This design comes from an exercise in tuning for a short achievable clock period and few clock cycles per item on the open sky130 flow, not from production work. Only simulation tests tie the RTL to the original design; equivalence was not proved. No activity file was given, so power comes from the tool's default toggle rates.

### flow/run.sh
#!/bin/bash
# synth_recipe.tcl (not shown) runs the flow's synth.tcl, then flattens the netlist and writes it again
# the make line also repeats each setting of config.mk as NAME=value (left out here)
make -C /OpenROAD-flow-scripts/flow DESIGN_CONFIG=/design/flow/config.mk WORK_HOME=/design/flow/orfs CLKGATE_MAP_FILE= SYNTH_SCRIPT=/design/flow/synth_recipe.tcl finish
### flow/config.mk
export PLATFORM = sky130hd
export DESIGN_NAME = mrv1_top
export DESIGN_NICKNAME = mrv1_top
export VERILOG_FILES = /design/flow/design.v
export SDC_FILE = /design/flow/constraint.sdc
export NUM_CORES = 4
export LEC_CHECK = 0
export CAP_MARGIN = 20
export CORE_MARGIN = 2
export CORE_UTILIZATION = 30
export PLACE_DENSITY = 0.5
export SETUP_SLACK_MARGIN = 3.8
export SLEW_MARGIN = 20
### flow/constraint.sdc
create_clock -name core_clock -period 6.5 [get_ports {clk_i}]
set_input_delay 1.3000 -clock core_clock [delete_from_list [all_inputs] [get_ports {clk_i}]]
set_output_delay 1.3000 -clock core_clock [all_outputs]
set_load 0.01 [all_outputs]
### flow/design.v
package mrv1_pkg;
    localparam int NUM_TW    = 4;
    localparam int TWID_W    = 2;
    localparam int DATA_W    = 32;
    localparam int RF_ADDR_W = 5;
    localparam int ITAG_W    = 3;
    localparam int IMM_W     = 16;
    localparam int CNT_W     = 16;
    typedef logic [TWID_W-1:0]    twid_t;
    typedef logic [DATA_W-1:0]    data_t;
    typedef logic [RF_ADDR_W-1:0] rf_addr_t;
    typedef logic [ITAG_W-1:0]    itag_t;
    typedef logic [IMM_W-1:0]     imm_t;
    typedef logic [CNT_W-1:0]     cnt_t;
    typedef enum logic [2:0] {
        ADD = 3'd0,
        SUB = 3'd1,
        AND = 3'd2,
        OR  = 3'd3,
        XOR = 3'd4,
        SLL = 3'd5,
        SRL = 3'd6,
        LDI = 3'd7
    } alu_op_e;
    typedef enum logic [1:0] {
        IDLE  = 2'd0,
        RUN   = 2'd1,
        STALL = 2'd2
    } issue_state_e;
    typedef struct packed {
        twid_t    twid;
        alu_op_e  op;
        rf_addr_t rd;
        rf_addr_t rs0;
        rf_addr_t rs1;
        imm_t     imm;
    } insn_t;
    typedef struct packed {
        logic     vld;
        twid_t    twid;
        alu_op_e  op;
        rf_addr_t rd;
        itag_t    itag;
        data_t    src0;
        data_t    src1;
    } exec_req_t;
    typedef struct packed {
        logic     vld;
        twid_t    twid;
        rf_addr_t rd;
        itag_t    itag;
        data_t    data;
    } retire_t;
endpackage
`timescale 1ns/1ps
module mrv1_tag_counter (
    input  logic            clk_i,
    input  logic            rst_down_w,
    input  logic            issue_i,
    input  logic            retire_i,
    output mrv1_pkg::itag_t itag_o,
    output mrv1_pkg::cnt_t  retire_cnt_o
);
    mrv1_pkg::itag_t itag_q;
    mrv1_pkg::cnt_t  cnt_q;
    always_ff @(posedge clk_i) begin
        if (rst_down_w) begin
            itag_q <= '0;
        end else if (issue_i) begin
            itag_q <= itag_q + mrv1_pkg::itag_t'(1);
        end
    end
    always_ff @(posedge clk_i) begin
        if (rst_down_w) begin
            cnt_q <= '0;
        end else if (retire_i && (cnt_q != '1)) begin
            cnt_q <= cnt_q + mrv1_pkg::cnt_t'(1);
        end
    end
    assign itag_o       = itag_q;
    assign retire_cnt_o = cnt_q;
endmodule
`timescale 1ns/1ps
module mrv1_issue_ctrl (
    input  logic                clk_i,
    input  logic                rst_down_w,
    input  logic                fetch_en_i,
    input  logic                insn_vld_i,
    input  mrv1_pkg::insn_t     insn_i,
    input  mrv1_pkg::itag_t     itag_i,
    input  logic                e_vld_i,
    input  mrv1_pkg::twid_t     e_twid_i,
    input  mrv1_pkg::rf_addr_t  e_rd_i,
    input  logic                r_vld_i,
    input  mrv1_pkg::twid_t     r_twid_i,
    input  mrv1_pkg::rf_addr_t  r_rd_i,
    output logic                insn_rdy_o,
    output logic                accept_o,
    output mrv1_pkg::rf_addr_t  d1_rs0_o,
    output mrv1_pkg::rf_addr_t  d1_rs1_o,
    output logic [7:0]          d1_gsel0_o,
    output logic [7:0]          d1_gsel1_o,
    output logic                d_vld_o,
    output mrv1_pkg::twid_t     d_twid_o,
    output logic [7:0]          d_op_o,       
    output mrv1_pkg::rf_addr_t  d_rd_o,
    output mrv1_pkg::data_t     d_imm_o,      
    output mrv1_pkg::itag_t     d_itag_o,
    output logic [4:0]          d_ares_o,
    output logic [4:0]          d_aold_o,
    output logic [4:0]          d_bres_o,
    output logic [4:0]          d_bold_o,
    output logic [1:0]          d_src0_o,     
    output logic [1:0]          d_src1_o      
);
    logic               d1_vld_q;
    mrv1_pkg::twid_t    d1_twid_q;
    mrv1_pkg::alu_op_e  d1_op_q;
    mrv1_pkg::rf_addr_t d1_rd_q;
    mrv1_pkg::rf_addr_t d1_rs0_q;
    mrv1_pkg::rf_addr_t d1_rs1_q;
    mrv1_pkg::imm_t     d1_imm_q;
    mrv1_pkg::itag_t    d1_itag_q;
    logic               d_vld_q;
    mrv1_pkg::twid_t    d_twid_q;
    mrv1_pkg::rf_addr_t d_rd_q;
    logic               src_vld;
    logic [7:0]         op_oh;
    logic               fr0, fw0, fr1, fw1;
    logic [7:0]         grp0, grp1;
    logic               fe0, fe1;
    logic [4:0]         ua, ub;
    function automatic logic src_match(input logic vld, input mrv1_pkg::twid_t twid,
                                       input mrv1_pkg::rf_addr_t rd,
                                       input mrv1_pkg::twid_t in_twid,
                                       input mrv1_pkg::rf_addr_t rs);
        src_match = vld && (twid == in_twid) && (rd != '0) && (rd == rs);
    endfunction
    assign insn_rdy_o = fetch_en_i;
    assign accept_o   = insn_vld_i && fetch_en_i && !rst_down_w;
    always_ff @(posedge clk_i) begin
        d1_vld_q <= accept_o;
    end
    always_ff @(posedge clk_i) begin
        d1_twid_q <= insn_i.twid;
        d1_op_q   <= insn_i.op;
        d1_rd_q   <= insn_i.rd;
        d1_rs0_q  <= insn_i.rs0;
        d1_rs1_q  <= insn_i.rs1;
        d1_imm_q  <= insn_i.imm;
        d1_itag_q <= itag_i;
    end
    assign d1_rs0_o = d1_rs0_q;
    assign d1_rs1_o = d1_rs1_q;
    assign src_vld = (d1_op_q != mrv1_pkg::LDI);
    always_comb begin
        op_oh = '0;
        op_oh[d1_op_q] = 1'b1;
    end
    always_comb begin
        grp0 = '0;
        grp1 = '0;
        grp0[{d1_twid_q, d1_rs0_q[4]}] = 1'b1;
        grp1[{d1_twid_q, d1_rs1_q[4]}] = 1'b1;
    end
    assign ua = {op_oh[mrv1_pkg::SRL], op_oh[mrv1_pkg::SLL],
                 op_oh[mrv1_pkg::AND] | op_oh[mrv1_pkg::OR] | op_oh[mrv1_pkg::XOR],
                 op_oh[mrv1_pkg::SUB], op_oh[mrv1_pkg::ADD]};
    assign ub = {ua[4:1], op_oh[mrv1_pkg::ADD] | op_oh[mrv1_pkg::LDI]};
    assign fe0 = src_vld && src_match(d_vld_q, d_twid_q, d_rd_q, d1_twid_q, d1_rs0_q);
    assign fe1 = src_vld && src_match(d_vld_q, d_twid_q, d_rd_q, d1_twid_q, d1_rs1_q);
    assign fr0 = src_vld && src_match(e_vld_i, e_twid_i, e_rd_i, d1_twid_q, d1_rs0_q);
    assign fw0 = src_vld && src_match(r_vld_i, r_twid_i, r_rd_i, d1_twid_q, d1_rs0_q);
    assign fr1 = src_vld && src_match(e_vld_i, e_twid_i, e_rd_i, d1_twid_q, d1_rs1_q);
    assign fw1 = src_vld && src_match(r_vld_i, r_twid_i, r_rd_i, d1_twid_q, d1_rs1_q);
    assign d1_gsel0_o = (src_vld && !fr0 && !fw0) ? grp0 : 8'd0;
    assign d1_gsel1_o = (src_vld && !fr1 && !fw1) ? grp1 : 8'd0;
    always_ff @(posedge clk_i) begin
        if (rst_down_w) begin
            d_vld_q <= 1'b0;
        end else begin
            d_vld_q <= d1_vld_q;
        end
    end
    always_ff @(posedge clk_i) begin
        d_twid_q <= d1_twid_q;
        d_op_o   <= op_oh;
        d_rd_q   <= d1_rd_q;
        d_imm_o  <= src_vld ? '0 :
                    {{(mrv1_pkg::DATA_W-mrv1_pkg::IMM_W){d1_imm_q[mrv1_pkg::IMM_W-1]}}, d1_imm_q};
        d_itag_o <= d1_itag_q;
        d_ares_o <= ua & {5{fe0}};
        d_aold_o <= ua & {5{!fe0}};
        d_bres_o <= ub & {5{fe1}};
        d_bold_o <= ub & {5{!fe1}};
        d_src0_o <= {fw0 && !fr0, fr0};
        d_src1_o <= {fw1 && !fr1, fr1};
    end
    assign d_vld_o  = d_vld_q;
    assign d_twid_o = d_twid_q;
    assign d_rd_o   = d_rd_q;
endmodule
`timescale 1ns/1ps
module mrv1_rf (
    input  logic               clk_i,
    input  logic               clr_i,       
    input  mrv1_pkg::rf_addr_t rs0_addr_i,
    input  mrv1_pkg::rf_addr_t rs1_addr_i,
    input  logic [7:0]         gsel0_i,
    input  logic [7:0]         gsel1_i,
    input  logic [mrv1_pkg::NUM_TW*(2**mrv1_pkg::RF_ADDR_W)-1:0] w_en_i,   
    input  mrv1_pkg::data_t    w_data_i,
    output mrv1_pkg::data_t    rs0_data_o,
    output mrv1_pkg::data_t    rs1_data_o
);
    localparam int NUM_REGS = 2 ** mrv1_pkg::RF_ADDR_W;
    localparam int NUM_ENT  = mrv1_pkg::NUM_TW * NUM_REGS;
    localparam int GRP_SZ   = 16;
    localparam int NUM_GRP  = NUM_ENT / GRP_SZ;
    mrv1_pkg::data_t regs_q [NUM_ENT];
    mrv1_pkg::data_t w_data;
    assign w_data = w_data_i & {mrv1_pkg::DATA_W{!clr_i}};
    always_ff @(posedge clk_i) begin
        for (int e = 0; e < NUM_ENT; e++) begin
            if (w_en_i[e] || clr_i) begin
                regs_q[e] <= w_data;
            end
        end
    end
    mrv1_pkg::data_t  grp0_q [NUM_GRP];
    mrv1_pkg::data_t  grp1_q [NUM_GRP];
    for (genvar g = 0; g < NUM_GRP; g++) begin : g_grp
        logic [GRP_SZ*mrv1_pkg::DATA_W-1:0] ent;
        mrv1_pkg::data_t rd0, rd1;
        for (genvar i = 0; i < GRP_SZ; i++) begin : g_e
            assign ent[i*mrv1_pkg::DATA_W +: mrv1_pkg::DATA_W] = regs_q[g*GRP_SZ + i];
        end
        mrv1_rf_mux #(.SEL_W(4)) mux0 (.ent_i(ent), .sel_i(rs0_addr_i[3:0]), .data_o(rd0));
        mrv1_rf_mux #(.SEL_W(4)) mux1 (.ent_i(ent), .sel_i(rs1_addr_i[3:0]), .data_o(rd1));
        always_ff @(posedge clk_i) begin
            grp0_q[g] <= gsel0_i[g] ? rd0 : '0;
            grp1_q[g] <= gsel1_i[g] ? rd1 : '0;
        end
    end
    always_comb begin
        rs0_data_o = '0;
        rs1_data_o = '0;
        for (int g = 0; g < NUM_GRP; g++) begin
            rs0_data_o = rs0_data_o | grp0_q[g];
            rs1_data_o = rs1_data_o | grp1_q[g];
        end
    end
endmodule
module mrv1_rf_mux #(
    parameter int SEL_W = 4
) (
    input  logic [(2**SEL_W)*mrv1_pkg::DATA_W-1:0] ent_i,
    input  logic [SEL_W-1:0]                        sel_i,
    output mrv1_pkg::data_t                         data_o
);
    localparam int W = mrv1_pkg::DATA_W;
    for (genvar l = 0; l <= SEL_W; l++) begin : g_lvl
        logic [(2**(SEL_W-l))*W-1:0] v;
        if (l == 0) begin : g_in
            assign v = ent_i;
        end else begin : g_sel
            for (genvar i = 0; i < 2**(SEL_W-l); i++) begin : g_m
                assign v[i*W +: W] = sel_i[l-1] ? g_lvl[l-1].v[(2*i+1)*W +: W]
                                                : g_lvl[l-1].v[(2*i)*W +: W];
            end
        end
    end
    assign data_o = g_lvl[SEL_W].v;
endmodule
`timescale 1ns/1ps
module mrv1_alu (
    input  logic                clk_i,
    input  logic                rst_down_w,
    input  logic                d_vld_i,
    input  mrv1_pkg::twid_t     d_twid_i,
    input  logic [7:0]          d_op_i,
    input  mrv1_pkg::rf_addr_t  d_rd_i,
    input  mrv1_pkg::data_t     d_imm_i,
    input  mrv1_pkg::itag_t     d_itag_i,
    input  logic [4:0]          d_ares_i,
    input  logic [4:0]          d_aold_i,
    input  logic [4:0]          d_bres_i,
    input  logic [4:0]          d_bold_i,
    input  logic [1:0]          d_src0_i,
    input  logic [1:0]          d_src1_i,
    input  mrv1_pkg::data_t     rf_rs0_data_i,
    input  mrv1_pkg::data_t     rf_rs1_data_i,
    input  mrv1_pkg::data_t     ret_data_i,
    input  mrv1_pkg::data_t     wb_data_i,
    output mrv1_pkg::retire_t   alu_stage_o
);
    localparam int W = mrv1_pkg::DATA_W;
    localparam int U_AD = 0;     
    localparam int U_SB = 1;     
    localparam int U_LG = 2;     
    localparam int U_SL = 3;     
    localparam int U_SR = 4;     
    logic               e_vld_q;
    mrv1_pkg::twid_t    e_twid_q;
    mrv1_pkg::rf_addr_t e_rd_q;
    mrv1_pkg::itag_t    e_itag_q;
    mrv1_pkg::data_t    ad_a_q, ad_b_q;
    mrv1_pkg::data_t    sb_a_q, sb_b_q;
    mrv1_pkg::data_t    lg_a_q, lg_b_q;
    logic [2:0]         lg_op_q;
    mrv1_pkg::data_t    sl_a_q, sr_a_q;
    logic [4:0]         sl_sh_q, sr_sh_q;
    mrv1_pkg::data_t    a_old, b_old;
    mrv1_pkg::data_t    result;
    assign a_old = ({W{d_src0_i[0]}} & ret_data_i) | ({W{d_src0_i[1]}} & wb_data_i)
                 | rf_rs0_data_i;
    assign b_old = ({W{d_src1_i[0]}} & ret_data_i) | ({W{d_src1_i[1]}} & wb_data_i)
                 | rf_rs1_data_i | d_imm_i;
    function automatic mrv1_pkg::data_t opnd(input logic res, input logic old,
                                             input mrv1_pkg::data_t r,
                                             input mrv1_pkg::data_t o);
        opnd = ({W{res}} & r) | ({W{old}} & o);
    endfunction
    always_ff @(posedge clk_i) begin
        if (rst_down_w) begin
            e_vld_q <= 1'b0;
        end else begin
            e_vld_q <= d_vld_i;
        end
    end
    always_ff @(posedge clk_i) begin
        e_twid_q <= d_twid_i;
        e_rd_q   <= d_rd_i;
        e_itag_q <= d_itag_i;
        ad_a_q  <= opnd(d_ares_i[U_AD], d_aold_i[U_AD], result, a_old);
        ad_b_q  <= opnd(d_bres_i[U_AD], d_bold_i[U_AD], result, b_old);
        sb_a_q  <= opnd(d_ares_i[U_SB], d_aold_i[U_SB], result, a_old);
        sb_b_q  <= opnd(d_bres_i[U_SB], d_bold_i[U_SB], result, b_old);
        lg_a_q  <= opnd(d_ares_i[U_LG], d_aold_i[U_LG], result, a_old);
        lg_b_q  <= opnd(d_bres_i[U_LG], d_bold_i[U_LG], result, b_old);
        lg_op_q <= {d_op_i[mrv1_pkg::XOR], d_op_i[mrv1_pkg::OR], d_op_i[mrv1_pkg::AND]};
        sl_a_q  <= opnd(d_ares_i[U_SL], d_aold_i[U_SL], result, a_old);
        sl_sh_q <= 5'(opnd(d_bres_i[U_SL], d_bold_i[U_SL], result, b_old));
        sr_a_q  <= opnd(d_ares_i[U_SR], d_aold_i[U_SR], result, a_old);
        sr_sh_q <= 5'(opnd(d_bres_i[U_SR], d_bold_i[U_SR], result, b_old));
    end
    mrv1_pkg::data_t lg_res;
    assign lg_res = ({W{lg_op_q[0]}} & (lg_a_q & lg_b_q))
                  | ({W{lg_op_q[1]}} & (lg_a_q | lg_b_q))
                  | ({W{lg_op_q[2]}} & (lg_a_q ^ lg_b_q));
    assign result = (ad_a_q + ad_b_q) | (sb_a_q - sb_b_q) | lg_res
                  | (sl_a_q << sl_sh_q) | (sr_a_q >> sr_sh_q);
    always_comb begin
        alu_stage_o.vld  = e_vld_q;
        alu_stage_o.twid = e_twid_q;
        alu_stage_o.rd   = e_rd_q;
        alu_stage_o.itag = e_itag_q;
        alu_stage_o.data = result;
    end
endmodule
`timescale 1ns/1ps
module mrv1_retire (
    input  logic               clk_i,
    input  logic               rst_down_w,
    input  mrv1_pkg::retire_t  alu_stage_i,
    output mrv1_pkg::retire_t  retire_o,
    output logic               r_wr_o,
    output mrv1_pkg::twid_t    r_twid_o,
    output mrv1_pkg::rf_addr_t r_rd_o,
    output mrv1_pkg::data_t    r_data_o,
    output mrv1_pkg::data_t    wb_data_o,
    output logic [mrv1_pkg::NUM_TW*(2**mrv1_pkg::RF_ADDR_W)-1:0] rf_w_en_o,
    output mrv1_pkg::data_t    rf_w_data_o
);
    mrv1_pkg::retire_t  ret_q;
    logic               r_wr_q;
    mrv1_pkg::twid_t    r_twid_q;
    mrv1_pkg::rf_addr_t r_rd_q;
    mrv1_pkg::data_t    r_data_q;
    mrv1_pkg::data_t    wb_data_q;
    logic [mrv1_pkg::NUM_TW*(2**mrv1_pkg::RF_ADDR_W)-1:0] we_q;
    always_ff @(posedge clk_i) begin
        if (rst_down_w) begin
            ret_q.vld <= 1'b0;
            r_wr_q    <= 1'b0;
            we_q      <= '0;
        end else begin
            ret_q.vld <= alu_stage_i.vld;
            r_wr_q    <= alu_stage_i.vld && (alu_stage_i.rd != '0);
            we_q      <= '0;
            if (alu_stage_i.vld && (alu_stage_i.rd != '0)) begin
                we_q[{alu_stage_i.twid, alu_stage_i.rd}] <= 1'b1;
            end
        end
    end
    always_ff @(posedge clk_i) begin
        if (alu_stage_i.vld) begin
            ret_q.twid <= alu_stage_i.twid;
            ret_q.rd   <= alu_stage_i.rd;
            ret_q.itag <= alu_stage_i.itag;
            ret_q.data <= alu_stage_i.data;
        end
    end
    always_ff @(posedge clk_i) begin
        r_twid_q  <= alu_stage_i.twid;
        r_rd_q    <= alu_stage_i.rd;
        r_data_q  <= alu_stage_i.data;
        wb_data_q <= r_data_q;
    end
    assign retire_o  = ret_q;
    assign r_wr_o    = r_wr_q;
    assign r_twid_o  = r_twid_q;
    assign r_rd_o    = r_rd_q;
    assign r_data_o  = r_data_q;
    assign wb_data_o = wb_data_q;
    assign rf_w_en_o   = we_q;
    assign rf_w_data_o = r_data_q;
endmodule
`timescale 1ns/1ps
module mrv1_core (
    input  logic              clk_i,
    input  logic              rst_down_w,
    input  logic              fetch_en_i,
    input  logic              insn_vld_i,
    input  mrv1_pkg::insn_t   insn_i,
    output logic              insn_rdy_o,
    output mrv1_pkg::retire_t retire_o,
    output mrv1_pkg::cnt_t    retire_cnt_o
);
    logic               accept_w;
    mrv1_pkg::itag_t    itag_w;
    mrv1_pkg::rf_addr_t d1_rs0_w;
    mrv1_pkg::rf_addr_t d1_rs1_w;
    logic               d_vld_w;
    mrv1_pkg::twid_t    d_twid_w;
    logic [7:0]         d_op_w;
    mrv1_pkg::rf_addr_t d_rd_w;
    mrv1_pkg::data_t    d_imm_w;
    mrv1_pkg::itag_t    d_itag_w;
    logic [4:0]         d_ares_w, d_aold_w, d_bres_w, d_bold_w;
    logic [1:0]         d_src0_w;
    logic [1:0]         d_src1_w;
    logic [7:0]         d1_gsel0_w, d1_gsel1_w;
    mrv1_pkg::data_t    rf_rs0_data_w;
    mrv1_pkg::data_t    rf_rs1_data_w;
    mrv1_pkg::retire_t  alu_stage_w;
    logic [mrv1_pkg::NUM_TW*(2**mrv1_pkg::RF_ADDR_W)-1:0] rf_w_en_w;
    mrv1_pkg::data_t    rf_w_data_w;
    mrv1_pkg::data_t    wb_data_w;
    logic               r_wr_w;
    mrv1_pkg::twid_t    r_twid_w;
    mrv1_pkg::rf_addr_t r_rd_w;
    mrv1_pkg::data_t    r_data_w;
    logic               rf_clr_q;
    always_ff @(posedge clk_i) begin
        rf_clr_q <= rst_down_w;
    end
    mrv1_issue_ctrl issue0 (
        .clk_i      (clk_i),
        .rst_down_w (rst_down_w),
        .fetch_en_i (fetch_en_i),
        .insn_vld_i (insn_vld_i),
        .insn_i     (insn_i),
        .itag_i     (itag_w),
        .e_vld_i    (alu_stage_w.vld),
        .e_twid_i   (alu_stage_w.twid),
        .e_rd_i     (alu_stage_w.rd),
        .r_vld_i    (r_wr_w),
        .r_twid_i   (r_twid_w),
        .r_rd_i     (r_rd_w),
        .insn_rdy_o (insn_rdy_o),
        .accept_o   (accept_w),
        .d1_rs0_o   (d1_rs0_w),
        .d1_rs1_o   (d1_rs1_w),
        .d1_gsel0_o (d1_gsel0_w),
        .d1_gsel1_o (d1_gsel1_w),
        .d_vld_o    (d_vld_w),
        .d_twid_o   (d_twid_w),
        .d_op_o     (d_op_w),
        .d_rd_o     (d_rd_w),
        .d_imm_o    (d_imm_w),
        .d_itag_o   (d_itag_w),
        .d_ares_o   (d_ares_w),
        .d_aold_o   (d_aold_w),
        .d_bres_o   (d_bres_w),
        .d_bold_o   (d_bold_w),
        .d_src0_o   (d_src0_w),
        .d_src1_o   (d_src1_w)
    );
    mrv1_tag_counter tag0 (
        .clk_i        (clk_i),
        .rst_down_w   (rst_down_w),
        .issue_i      (accept_w),
        .retire_i     (retire_o.vld),
        .itag_o       (itag_w),
        .retire_cnt_o (retire_cnt_o)
    );
    mrv1_rf rf0 (
        .clk_i      (clk_i),
        .clr_i      (rf_clr_q),
        .rs0_addr_i (d1_rs0_w),
        .rs1_addr_i (d1_rs1_w),
        .gsel0_i    (d1_gsel0_w),
        .gsel1_i    (d1_gsel1_w),
        .w_en_i     (rf_w_en_w),
        .w_data_i   (rf_w_data_w),
        .rs0_data_o (rf_rs0_data_w),
        .rs1_data_o (rf_rs1_data_w)
    );
    mrv1_alu alu0 (
        .clk_i         (clk_i),
        .rst_down_w    (rst_down_w),
        .d_vld_i       (d_vld_w),
        .d_twid_i      (d_twid_w),
        .d_op_i        (d_op_w),
        .d_rd_i        (d_rd_w),
        .d_imm_i       (d_imm_w),
        .d_itag_i      (d_itag_w),
        .d_ares_i      (d_ares_w),
        .d_aold_i      (d_aold_w),
        .d_bres_i      (d_bres_w),
        .d_bold_i      (d_bold_w),
        .d_src0_i      (d_src0_w),
        .d_src1_i      (d_src1_w),
        .rf_rs0_data_i (rf_rs0_data_w),
        .rf_rs1_data_i (rf_rs1_data_w),
        .ret_data_i    (r_data_w),
        .wb_data_i     (wb_data_w),
        .alu_stage_o   (alu_stage_w)
    );
    mrv1_retire ret0 (
        .clk_i       (clk_i),
        .rst_down_w  (rst_down_w),
        .alu_stage_i (alu_stage_w),
        .retire_o    (retire_o),
        .r_wr_o      (r_wr_w),
        .r_twid_o    (r_twid_w),
        .r_rd_o      (r_rd_w),
        .r_data_o    (r_data_w),
        .wb_data_o   (wb_data_w),
        .rf_w_en_o   (rf_w_en_w),
        .rf_w_data_o (rf_w_data_w)
    );
endmodule
`timescale 1ns/1ps
module mrv1_top (
    input  logic        clk_i,
    input  logic        rst_down_w,
    input  logic        fetch_en_i,
    input  logic        insn_vld_i,
    input  logic [1:0]  insn_twid_i,
    input  logic [2:0]  insn_op_i,
    input  logic [4:0]  insn_rd_i,
    input  logic [4:0]  insn_rs0_i,
    input  logic [4:0]  insn_rs1_i,
    input  logic [15:0] insn_imm_i,
    output logic        insn_rdy_o,
    output logic        retire_vld_o,
    output logic [1:0]  retire_twid_o,
    output logic [4:0]  retire_rd_o,
    output logic [2:0]  retire_itag_o,
    output logic [31:0] retire_data_o,
    output logic [15:0] retire_cnt_o
);
    mrv1_pkg::insn_t   insn_w;
    mrv1_pkg::retire_t retire_w;
    always_comb begin
        insn_w.twid = insn_twid_i;
        insn_w.op   = mrv1_pkg::alu_op_e'(insn_op_i);
        insn_w.rd   = insn_rd_i;
        insn_w.rs0  = insn_rs0_i;
        insn_w.rs1  = insn_rs1_i;
        insn_w.imm  = insn_imm_i;
    end
    mrv1_core core0 (
        .clk_i        (clk_i),
        .rst_down_w   (rst_down_w),
        .fetch_en_i   (fetch_en_i),
        .insn_vld_i   (insn_vld_i),
        .insn_i       (insn_w),
        .insn_rdy_o   (insn_rdy_o),
        .retire_o     (retire_w),
        .retire_cnt_o (retire_cnt_o)
    );
    assign retire_vld_o  = retire_w.vld;
    assign retire_twid_o = retire_w.twid;
    assign retire_rd_o   = retire_w.rd;
    assign retire_itag_o = retire_w.itag;
    assign retire_data_o = retire_w.data;
endmodule
==> key figures, run 1 <==
Timing
  – Final Max Slew Viols: 0
  – Fin crit share: 52.5%
  – Setup violators final: 0
  – Max Fclk: 0.293 GHz
  – Unrepaired setup endpoints after global routing: true
  – Fin crit period: 3.41 ns
  – TNS Setup: 0 ns
  – Slew margin rel.: 9.71%
  – Final hold viol count: 0
  – Worst Max-Slew Pin Slew: 1.34 ns
  – Clock skew: 0.0748 ns

Routing
  – Initial DRT Pass Iterations: 5
  – First DRT Iteration DRCs: 17700
  – Wirelength per Cell: 38.5 um
  – Vias per std cell: 5.71
  – Post-Route WL: 884000 um
  – Vias: 131000
  – Final ANT Viol Nets: 0
  – DRC viols: 0

Finish
  – Area Growth Syn to Fin: 21.0%
  – Layout cells sized above 1: 41.0%
  – Fin nets: 12500
  – Finished Layout Cells: 22900

Die
  – Die W: 874 um
  – Row cnt: 319
  – Die area: 0.763 mm2
  – Starting Density: 30.1%
  – Die height: 874 um
  – Core Region: 0.754 mm2
  – I/O pin count: 100

Yosys
  – Synth Instances: 11500
  – Post-synth EDFFs: 4138
  – Synth Area per Inst: 19.7 um2
  – Synth Register Bits: 5245
  – Sequential share of the synthesized area: 64.6%
  – Ys Warns: 10
  – Post-synth ARST share: 0%
  – Synth unique cells: 88
  – Cell area after synthesis: 0.227 mm2
  – Post-Syn Nets: 11700
  – Main flop type after synthesis: edfxtp_1

GRT
  – Antenna violations before repair: 91
  – Largest net degree at the start of global routing: 129
  – Gr usage total: 22.3%
  – Number of global-route vias before repair: 129000
  – Total grt overflow: 0
  – First-pass GRT wire length: 1170000 um

Hold path
  – Worst min path class: reg2reg

Worst setup path
  – Worst Setup Path Type: reg2out
  – Critical path buffer and inverter count: 1
  – Crit end category: output port
  – Worst path required time: 5.20 ns
  – Startpoint types: flop
  – CP max FO: 4
  – Critical Path AT: 2.11 ns
  – CP cell instances: buf_2
  – Critical path's top delay family: flip-flops
  – Crit path largest cell delay: 0.75 ns
  – Slowest cell on the critical path: edfxtp_1

Clock tree
  – Clock Sink Count: 5245
  – H-tree Lvls: 6
  – Worst-skew pair later-pin latency: 1.12 ns
  – Clk slew on worst S/H paths: 0.07 ns
  – CTS Buf Count: 584
  – CTS tree: built
  – Root Driver: clkbuf_16
  – CTS max path bufs: 4
  – Post-CTS Hold Buffers: 0

Placement
  – HPWL Detailed: 506000 um
  – Port Buffers: 99
  – DP Cell Count: 21100
  – RePlAce Congestion: 0.925

Pwr
  – Tot Pwr: 97500 uW
  – Power density over the cells: 355 mW/mm2
  – P_leak: 0.0946 uW
  – VDD IR-drop max: 0.279 mV

Status
  – Outcome: timing/DRC/antenna clean

Flow run
  – Max_cap viols: 0
==> cells in the mapped netlist, types with 70 or more instances <==
master | instances | share of area, %
a211oi_1 | 70 | 0.23
a21oi_1 | 143 | 0.32
a22o_1 | 242 | 0.93
and3_1 | 413 | 1.1
buf_1 | 127 | 0.21
buf_2 | 98 | 0.22
clkbuf_1 | 630 | 1.0
dfxtp_1 | 1107 | 9.8
edfxtp_1 | 4138 | 55
ha_1 | 143 | 0.79
inv_1 | 143 | 0.24
mux4_2 | 2602 | 26
nand2_1 | 216 | 0.36
nand3_1 | 80 | 0.18
nor2_1 | 258 | 0.43
nor2b_1 | 178 | 0.49
nor4_1 | 99 | 0.27
o21ai_0 | 93 | 0.21
or2_2 | 129 | 0.36
==> path summary, 6_finish.rpt <==
path              slack (ns)  cells past startpoint                      start                       end
hold reg to reg         0.32                      0  core0.issue0.d1_itag_q[1]  core0.issue0.d_itag_o[1]
hold / removal          0.32                      0  core0.issue0.d1_itag_q[1]  core0.issue0.d_itag_o[1]
setup reg to reg        3.45                     10      core0.alu0.ad_b_q[23]     core0.alu0.lg_a_q[29]
setup / recovery        3.09                      1       core0.ret0.ret_q[36]            retire_rd_o[1]
==> flip-flops by register name, summed over array words and instances (netlist names), 43 cells and up <==
register,count
core0.ret0.ret_q,43
core0.ret0.we_q,128
core0.rf0.grp0_q,256
core0.rf0.grp1_q,256
core0.rf0.regs_q,4096
==> metrics by stage <==
stage | cell area [um2] | hold slack [ns] | setup slack, ns | utilization [%]
final | 275000 | 0.324 | 3.09 | 36.4
after global routing | 275000 | 0.327 | 3.17 | 36.4
after CTS | 270000 | 0.326 | 3.12 | 35.8
after detailed placement | 241000 | 0.312 | 2.01 | 32.0
after global placement | 241000 | 0.310 | 1.97 | 32.0
after floorplan | 227000 | 0.310 | 3.43 | -
==> logic make-up (layout without fill, tap and decap cells) <==
| logic type | Yosys count | in the layout | synth area share [%] |
|---|---|---|---|
| DFF | 5245 | 5245 | 64.6 |
| AOI/OAI and AO/OA | 738 | 742 | 2.36 |
| muxes | 2702 | 2702 | 26.3 |
| xor gates and xnor gates | 105 | 105 | 0.405 |
| other | 0 | 164 | 0 |
| buffers and inverters | 1012 | 2280 | 1.76 |
| and+or+nand+nor | 1578 | 1600 | 3.79 |
| adders and majority gates | 145 | 145 | 0.806 |
==> cell usage in the layout (no fill, tap or decap), drive strengths merged, types with 31 or more instances in the layout <==
cell	Yosys	routed
mux2	31	31
nor3	69	69
ha	143	143
or2	130	134
clkinv	1	191
nor4	100	100
bufbuf	0	34
nand3	82	84
a211oi	73	73
edfxtp	4138	4138
dfxtp	1107	1107
a21oi	145	145
diode	0	164
o21ai	108	108
nand4	53	53
nand2	216	217
mux2i	65	65
a22oi	38	38
xnor2	49	49
xor2	56	56
and3	413	413
nor2b	178	186
a22o	242	242
buf	237	944
nor2	258	258
inv	144	170
clkbuf	630	853
clkdlybuf4s50	0	37
mux4	2606	2606
==> power breakdown <==
| group | switching, uW | internal, uW |
|---|---|---|
| registers | 2440 | 43100 |
| logic | 10800 | 7960 |
| clock network | 14200 | 19000 |
==> routing by layer <==
metal	routed length (um)	track usage (%)	up-vias
met2	408000	35.0	6760
met5	126	0	-
met3	79600	4.65	1405
met1	345000	29.6	72100
li1	-	-	50700
met4	51000	10.9	14
==> repair_timing <==
item                        CTS  global route
cloned                      166            53
setup endpoints to repair  1953          1288
setup buffers               260            98
resized for setup          1055           439
pin swaps                   167           245
==> layout make-up <==
| type | count | area [um2] |
|---|---|---|
| antenna | 164 | 410 |
| clock buffer | 808 | 16500 |
| clock inverter | 265 | 2430 |
| fill | 69000 | 479000 |
| inverter | 145 | 563 |
| multi-input combinational | 5294 | 80200 |
| sequential | 5245 | 147000 |
| tap | 9951 | 12500 |
| timing repair buffer | 1061 | 15400 |
| timing repair inverter | 1 | 5.00 |
Testbench counts, summed over its fixed seeds: cycles 24,024, items 24,000.
==> inputs of run 2 (changes only) <==
--- a/flow/design.v
+++ b/flow/design.v
@@ -222,7 +222,7 @@
     assign w_data = w_data_i & {mrv1_pkg::DATA_W{!clr_i}};
     always_ff @(posedge clk_i) begin
         for (int e = 0; e < NUM_ENT; e++) begin
-            if (w_en_i[e] || clr_i) begin
+            if (((e % NUM_REGS) != 0) && (w_en_i[e] || clr_i)) begin
                 regs_q[e] <= w_data;
             end
         end
@@ -233,7 +233,11 @@
         logic [GRP_SZ*mrv1_pkg::DATA_W-1:0] ent;
         mrv1_pkg::data_t rd0, rd1;
         for (genvar i = 0; i < GRP_SZ; i++) begin : g_e
-            assign ent[i*mrv1_pkg::DATA_W +: mrv1_pkg::DATA_W] = regs_q[g*GRP_SZ + i];
+            if (((g*GRP_SZ + i) % NUM_REGS) == 0) begin : g_x0
+                assign ent[i*mrv1_pkg::DATA_W +: mrv1_pkg::DATA_W] = '0;
+            end else begin : g_reg
+                assign ent[i*mrv1_pkg::DATA_W +: mrv1_pkg::DATA_W] = regs_q[g*GRP_SZ + i];
+            end
         end
         mrv1_rf_mux #(.SEL_W(4)) mux0 (.ent_i(ent), .sel_i(rs0_addr_i[3:0]), .data_o(rd0));
         mrv1_rf_mux #(.SEL_W(4)) mux1 (.ent_i(ent), .sel_i(rs1_addr_i[3:0]), .data_o(rd1));
@@ -399,6 +403,11 @@
             ret_q.rd   <= alu_stage_i.rd;
             ret_q.itag <= alu_stage_i.itag;
             ret_q.data <= alu_stage_i.data;
+        end else begin
+            ret_q.twid <= '0;
+            ret_q.rd   <= '0;
+            ret_q.itag <= '0;
+            ret_q.data <= '0;
         end
     end
     always_ff @(posedge clk_i) begin
==> key figures, run 2 <==
Die
  – Starting Density: 30.1%
  – Core Region: 0.736 mm2
  – Die height: 863 um
  – Die area: 0.746 mm2
  – Die W: 863 um
  – Row cnt: 315
  – I/O pin count: 100

Finish
  – Register with the most flip-flops: core0.rf0.regs_q
  – Commonest non-fill, non-tap cell in the layout: edfxtp_1
  – Layout filler cell count: 67600
  – Most frequent cells in the layout: edfxtp_1 (3968), mux4_2 (2335), dfxtp_1 (1065)
  – Area occupied by multi-input gates: 0.0789 mm2
  – Layout cells sized above 1: 39.9%
  – Final Core Density: 36.5%
  – Fin nets: 12700
  – Number of flip-flops in the largest register: 3968
  – Area Growth Syn to Fin: 21.1%
  – Sequential cell area: 0.142 mm2
  – Top flop regs: core0.rf0.regs_q x3968, core0.rf0.grp0_q x256, core0.rf0.grp1_q x256

Worst setup path
  – R2R Path End: core0.alu0.lg_a_q[27]
  – R2r worst-path depth: 16
  – Worst Setup Path Type: reg2reg
  – Crit end category: flop
  – Critical Path AT: 4.20 ns
  – CP max FO: 5
  – CP endpoint: core0.alu0.lg_a_q[27]
  – Reg2Reg Setup Slack: 3.26 ns
  – FF-to-FF Start: core0.alu0.sb_b_q[5]
  – CP startpoint: core0.alu0.sb_b_q[5]
  – Startpoint types: flop
  – Worst path required time: 7.46 ns

Timing
  – Final hold viol count: 0
  – TNS Setup: 0 ns
  – Setup violators final: 0
  – Worst Max-Slew Pin Slew: 1.28 ns
  – Fin crit share: 49.8%
  – Max Fclk: 0.309 GHz
  – Final worst slack: 3.26 ns
  – Unrepaired setup endpoints after global routing: true
  – Final Max Slew Viols: 0
  – Slew margin rel.: 13.7%
  – Fin crit period: 3.24 ns
  – Clock skew: 0.0611 ns
  – Min Hold Slack: 0.325 ns

Placement
  – Worst slack at placement: 1.62 ns
  – RePlAce Congestion: 0.900
  – Port Buffers: 99
  – HPWL Detailed: 488000 um

Yosys
  – Post-synth EDFFs: 3968
  – Sequential share of the synthesized area: 64.1%
  – Synth top cells by count: edfxtp_1 (3968), mux4_2 (2335), dfxtp_1 (1145), clkbuf_1 (624), a22o_1 (523)
  – Synth Area per Inst: 19.0 um2
  – Post-Syn Nets: 11900
  – Cell area after synthesis: 0.222 mm2
  – Ys Warns: 10
  – Synth Register Bits: 5113
  – Area fraction of the dominant cell type after synthesis: 53.8%
  – Post-synth ARST share: 0%
  – Synth unique cells: 78
  – Top-count cell post-synth: edfxtp_1
  – Cell taking the most area after synthesis: edfxtp_1
  – Synth area leaders: edfxtp_1 (54%), mux4_2 (24%), dfxtp_1 (10%), a22o_1 (2.1%), mux2_2 (1.4%)
  – Synth Instances: 11700
  – Main flop type after synthesis: edfxtp_1

Routing
  – Vias per std cell: 5.77
  – Post-Route WL: 883000 um
  – Wirelength per Cell: 38.7 um
  – Vias: 132000
  – Final ANT Viol Nets: 0
  – First DRT Iteration DRCs: 18600
  – Initial DRT Pass Iterations: 6
  – DRC viols: 0

Status
  – Outcome: timing/DRC/antenna clean

Clock tree
  – Root Driver: clkbuf_16
  – H-tree Lvls: 6
  – Clk slew on worst S/H paths: 0.06 ns
  – CTS tree: built
  – Post-CTS Hold Buffers: 0
  – Clock Sink Count: 5113
  – CTS Buf Count: 565
  – Worst-skew pair later-pin latency: 1.11 ns
  – CTS max path bufs: 4

Pwr
  – P_leak: 0.0936 uW
  – Tot Pwr: 95000 uW
  – VDD IR-drop max: 0.347 mV
  – Power density over the cells: 354 mW/mm2

GRT
  – Total grt overflow: 0
  – First-pass GRT wire length: 1150000 um
  – Antenna violations before repair: 90
  – Gr usage total: 22.5%
  – Number of global-route vias before repair: 128000
  – Largest net degree at the start of global routing: 125

Flow run
  – Max_cap viols: 0

Hold path
  – Worst min path class: reg2reg
run 2: changes by cell type after synthesis, sizes merged, moves of 38 or more:
| cell | previous run | this run |
|---|---|---|
| a22o | 242 | 524 |
| mux4 | 2606 | 2335 |
| mux2 | 31 | 278 |
| edfxtp | 4138 | 3968 |
| and2 | 13 | 85 |
| dfxtp | 1107 | 1145 |
run 2: worst min path at each step:
stage | from | to | slack [ns] | depth (start not counted)
3_5_place_dp | core0.issue0.d_itag_o[0] | core0.alu0.e_itag_q[0] | 0.31 | 0
2_1_floorplan | core0.issue0.d_itag_o[0] | core0.alu0.e_itag_q[0] | 0.31 | 0
4_1_cts | core0.issue0.d1_rd_q[0] | core0.issue0.d_rd_q[0] | 0.33 | 0
5_1_grt | core0.issue0.d1_rd_q[0] | core0.issue0.d_rd_q[0] | 0.33 | 0
3_3_place_gp | core0.issue0.d_op_o[3] | core0.alu0.lg_op_q[1] | 0.31 | 0
6_report | core0.issue0.d1_itag_q[2] | core0.issue0.d_itag_o[2] | 0.32 | 0
run 2: layer usage:
| layer | routed length [um] | vias up | share of wire (%) | GRT usage, % |
|---|---|---|---|---|
| met5 | 344 | - | 0.039 | 0 |
| met4 | 48900 | 12 | 5.5 | 9.84 |
| li1 | - | 50800 | - | - |
| met2 | 404000 | 7271 | 46 | 35.4 |
| met1 | 340000 | 72100 | 38 | 29.7 |
| met3 | 90400 | 1421 | 10 | 5.57 |
run 2: repair_timing:
| item | CTS | global route |
|---|---|---|
| resized for setup | 1065 | 315 |
| endpoints found under the hold margin | 0 | 0 |
| gates cloned | 148 | 63 |
| pin swaps | 197 | 133 |
| setup endpoints to repair | 3475 | 2004 |
| setup buffers | 282 | 112 |
run 2: critical path, stage by stage (launching register included):
cell	delay [ns]
dfxtp_1	0.31
inv_1	0.04
ha_1	0.43
o21a_1	0.18
o31a_1	0.28
buf_6	0.16
buf_6	0.10
a22oi_2	0.06
buf_4	0.15
buf_6	0.10
a22o_4	0.25
buf_6	0.13
o311ai_4	0.24
xnor2_2	0.16
buf_4	0.15
nand3_4	0.13
a22o_1	0.26
run 2: power breakdown:
group	leakage, uW	internal, uW	switching [uW]
Combinational	0.0349	7740	10400
Sequential	0.0496	41900	2540
Clock	0.00907	18500	13900
Total	0.0936	68200	26800
run 2: cell families (layout without fill, tap and decap cells):
group	count (synthesis)	after routing	synth area share [%]
other cells	0	48	0
fa+ha+maj	145	145	0.825
simple gates	1606	1638	3.94
compound gates	1015	1016	3.50
mux	2678	2678	25.4
flops	5113	5113	64.1
xor+xnor	109	109	0.431
buf+inv	1018	2245	1.75
run 2: cell type report:
| class | instances | area share [%] |
|---|---|---|
| timing repair inverter | 2 | 0.00560 |
| tap | 9827 | 4.58 |
| timing repair buffer | 1073 | 5.84 |
| clock buffer | 793 | 5.94 |
| antenna | 48 | 0.0448 |
| clock inverter | 251 | 0.959 |
| inverter | 126 | 0.187 |
| multi-input combinational | 5586 | 29.4 |
| sequential | 5113 | 53.0 |
run 2: per-stage QoR:
step,std cells,cell area [um2]
floorplan,11700,222000
global placement,21100,236000
detailed placement,21100,236000
CTS,22600,264000
global route,22800,268000
finish,22800,268000
Testbench counts of run 2, summed over its fixed seeds: cycles 24,024, items 24,000.
==> inputs of run 3 (changes only) <==
--- a/flow/config.mk
+++ b/flow/config.mk
@@ -9,5 +9,5 @@
 export CORE_MARGIN = 2
 export CORE_UTILIZATION = 30
 export PLACE_DENSITY = 0.5
-export SETUP_SLACK_MARGIN = 3.8
+export SETUP_SLACK_MARGIN = 3.6
 export SLEW_MARGIN = 20
==> key figures, run 3 <==
Placement
  – DP Cell Count: 21100
  – RePlAce Congestion: 0.927
  – HPWL Detailed: 498000 um
  – Port Buffers: 99

Timing
  – Final Max Slew Viols: 0
  – Unrepaired setup endpoints after global routing: true
  – Fin crit period: 3.16 ns
  – TNS Setup: 0 ns
  – Setup violators final: 0
  – Worst Max-Slew Pin Slew: 1.41 ns
  – Min Hold Slack: 0.326 ns
  – Max Fclk: 0.317 GHz
  – Slew margin rel.: 5.40%
  – Final hold viol count: 0
  – Fin crit share: 48.5%
  – Clock skew: 0.0874 ns

Die
  – Starting Density: 30.1%
  – Die area: 0.746 mm2
  – Die W: 863 um
  – Row cnt: 315
  – Core Region: 0.736 mm2
  – I/O pin count: 100
  – Die height: 863 um

Pwr
  – Tot Pwr: 94800 uW
  – Power density over the cells: 363 mW/mm2
  – P_leak: 0.0905 uW
  – VDD IR-drop max: 0.308 mV

Status
  – Outcome: timing/DRC/antenna clean

Worst setup path
  – Reg2Reg Setup Slack: 3.34 ns
  – Worst Setup Path Type: reg2reg
  – Critical Path AT: 4.14 ns
  – Worst path required time: 7.49 ns
  – Startpoint types: flop
  – Crit end category: flop
  – CP max FO: 5

Clock tree
  – CTS tree: built
  – Clk slew on worst S/H paths: 0.06 ns
  – Root Driver: clkbuf_16
  – Clock Sink Count: 5113
  – Worst-skew pair later-pin latency: 1.12 ns
  – CTS max path bufs: 4
  – Post-CTS Hold Buffers: 0
  – H-tree Lvls: 6
  – CTS Buf Count: 570

Flow run
  – Max_cap viols: 0

Finish
  – Layout cells sized above 1: 37.1%
  – Area Growth Syn to Fin: 17.9%
  – Top flop regs: core0.rf0.regs_q x3968, core0.rf0.grp0_q x256, core0.rf0.grp1_q x256
  – Commonest non-fill, non-tap cell in the layout: edfxtp_1
  – Number of flip-flops in the largest register: 3968
  – Finished Layout Cells: 22600
  – Layout filler cell count: 68400
  – Register with the most flip-flops: core0.rf0.regs_q
  – Fin nets: 12300
  – Most frequent cells in the layout: edfxtp_1 (3968), mux4_2 (2335), dfxtp_1 (1067)

GRT
  – Number of global-route vias before repair: 127000
  – Total grt overflow: 0
  – Gr usage total: 21.8%
  – Antenna violations before repair: 151
  – Largest net degree at the start of global routing: 109
  – First-pass GRT wire length: 1130000 um

Yosys
  – Synth unique cells: 78
  – Ys Warns: 10
  – Sequential share of the synthesized area: 64.1%
  – Synth Area per Inst: 19.0 um2
  – Post-synth EDFFs: 3968
  – Synth area leaders: edfxtp_1 (54%), mux4_2 (24%), dfxtp_1 (10%), a22o_1 (2.1%), mux2_2 (1.4%)
  – Cell area after synthesis: 0.222 mm2
  – Main flop type after synthesis: edfxtp_1
  – Post-Syn Nets: 11900
  – Area fraction of the dominant cell type after synthesis: 53.8%
  – Post-synth ARST share: 0%
  – Synth Register Bits: 5113
  – Synth Instances: 11700
  – Top-count cell post-synth: edfxtp_1
  – Synth top cells by count: edfxtp_1 (3968), mux4_2 (2335), dfxtp_1 (1145), clkbuf_1 (624), a22o_1 (523)
  – Cell taking the most area after synthesis: edfxtp_1

Routing
  – DRC viols: 0
  – Vias per std cell: 5.71
  – Wirelength per Cell: 37.5 um
  – Post-Route WL: 849000 um
  – First DRT Iteration DRCs: 18900
  – Initial DRT Pass Iterations: 6
  – Vias: 129000
  – Final ANT Viol Nets: 0

Hold path
  – Worst min path class: reg2reg
[run 3: timing repair]
item,in CTS,in global routing
resized for setup,667,168
buffers inserted,139,35
setup endpoints to repair,1296,744
pin swaps,85,105
gates cloned,53,20
endpoints found under the hold margin,0,0
[run 3: worst max-delay path, stage by stage (launching register included)]
cell and delay [ns]:
dfxtp_2 0.33, inv_2 0.04, ha_4 0.19, nor2b_4 0.12
o31a_1 0.27, o31a_1 0.33, a22o_4 0.30, a31oi_4 0.27
o311ai_4 0.12, xor2_2 0.19, or4_4 0.65, a22o_1 0.24
[run 3: power by group]
group,internal [uW],switching [uW],leakage [uW]
Clock,19000,14000,0.00919
Combinational,7090,10400,0.0317
Sequential,41900,2390,0.0496
[run 3: stage by stage]
stage | setup slack, ns | util [%] | cell area, um2
detailed placement | 1.69 | 32.1 | 236000
floorplan | 2.14 | - | 222000
CTS | 3.36 | 35.2 | 259000
finish | 3.34 | 35.5 | 261000
global route | 3.31 | 35.5 | 261000
global placement | 1.65 | 32.1 | 236000
[run 3: logic make-up (layout without fill, tap and decap cells)]
group / count (synthesis) / in the layout / share of synthesized area, %
other: 0 / 196 / 0
multiplexers: 2678 / 2678 / 25.4
adder cells (fa/ha/maj): 145 / 145 / 0.825
XOR/XNOR: 109 / 109 / 0.431
buffers and inverters: 1018 / 1910 / 1.75
AO/OA/AOI/OAI: 1015 / 1015 / 3.50
flip-flops: 5113 / 5113 / 64.1
AND/OR/NAND/NOR: 1606 / 1627 / 3.94
[run 3: per-layer routing]
metal / GRT usage (%) / vias up / share of wire, %
li1: - / 50200 / -
met1: 29.3 / 70500 / 39
met2: 34.5 / 7039 / 47
met3: 4.41 / 1447 / 9.4
met4: 9.52 / 16 / 4.7
met5: 0 / - / 0.044
[run 3: final cells by class]
| cell class | instances | area (um2) | area share [%] |
|---|---|---|---|
| diodes | 196 | 490 | 0.188 |
| clock inverters | 246 | 2890 | 1.11 |
| multi-input cells | 5574 | 78100 | 29.9 |
| clock buffers | 798 | 16100 | 6.16 |
| flip-flops and latches | 5113 | 142000 | 54.4 |
| repair buffers | 738 | 8600 | 3.29 |
| repair inverters | 2 | 10.0 | 0.00383 |
| inverters | 126 | 490 | 0.188 |
| well taps | 9827 | 12300 | 4.71 |
[run 3: final timing paths]
path	from	to	cells past startpoint
setup / recovery	core0.alu0.sb_b_q[1]	core0.alu0.lg_b_q[29]	11
hold / removal	core0.issue0.d_itag_o[0]	core0.alu0.e_itag_q[0]	0
setup reg to reg	core0.alu0.sb_b_q[1]	core0.alu0.lg_b_q[29]	11
hold reg to reg	core0.issue0.d_itag_o[0]	core0.alu0.e_itag_q[0]	0

static timing again, ports no longer ideal:
In the flow no input, the clock included, has a driving cell. The finished layouts below were timed again as built, in two steps. Step 1, drivers: a clkbuf_16 drives clk_i and a buf_2 each remaining input, both assumed. Step 2 also shifts input and output timing later by t, the mid clock arrival at the registers, as if the neighbouring blocks saw the same clock. Slacks: ideal / step 1 / step 2; pairs: ideal / step 1.
run | t, ns | slack for setup (ns) | hold WS [ns]
run 1 | 1.230 | 3.089 / 2.946 / 2.795 | 0.324 / 0.324 / 0.324
run 2 | 1.200 | 3.261 / 3.261 / 2.588 | 0.325 / 0.325 / 0.325
run 3 | 1.218 | 3.345 / 3.345 / 2.477 | 0.326 / 0.326 / 0.326
After both steps every run listed still meets setup and hold. For run 3, which loses most, drivers alone change the setup slack by 0.000 ns; drivers and shift together by -0.868 ns.
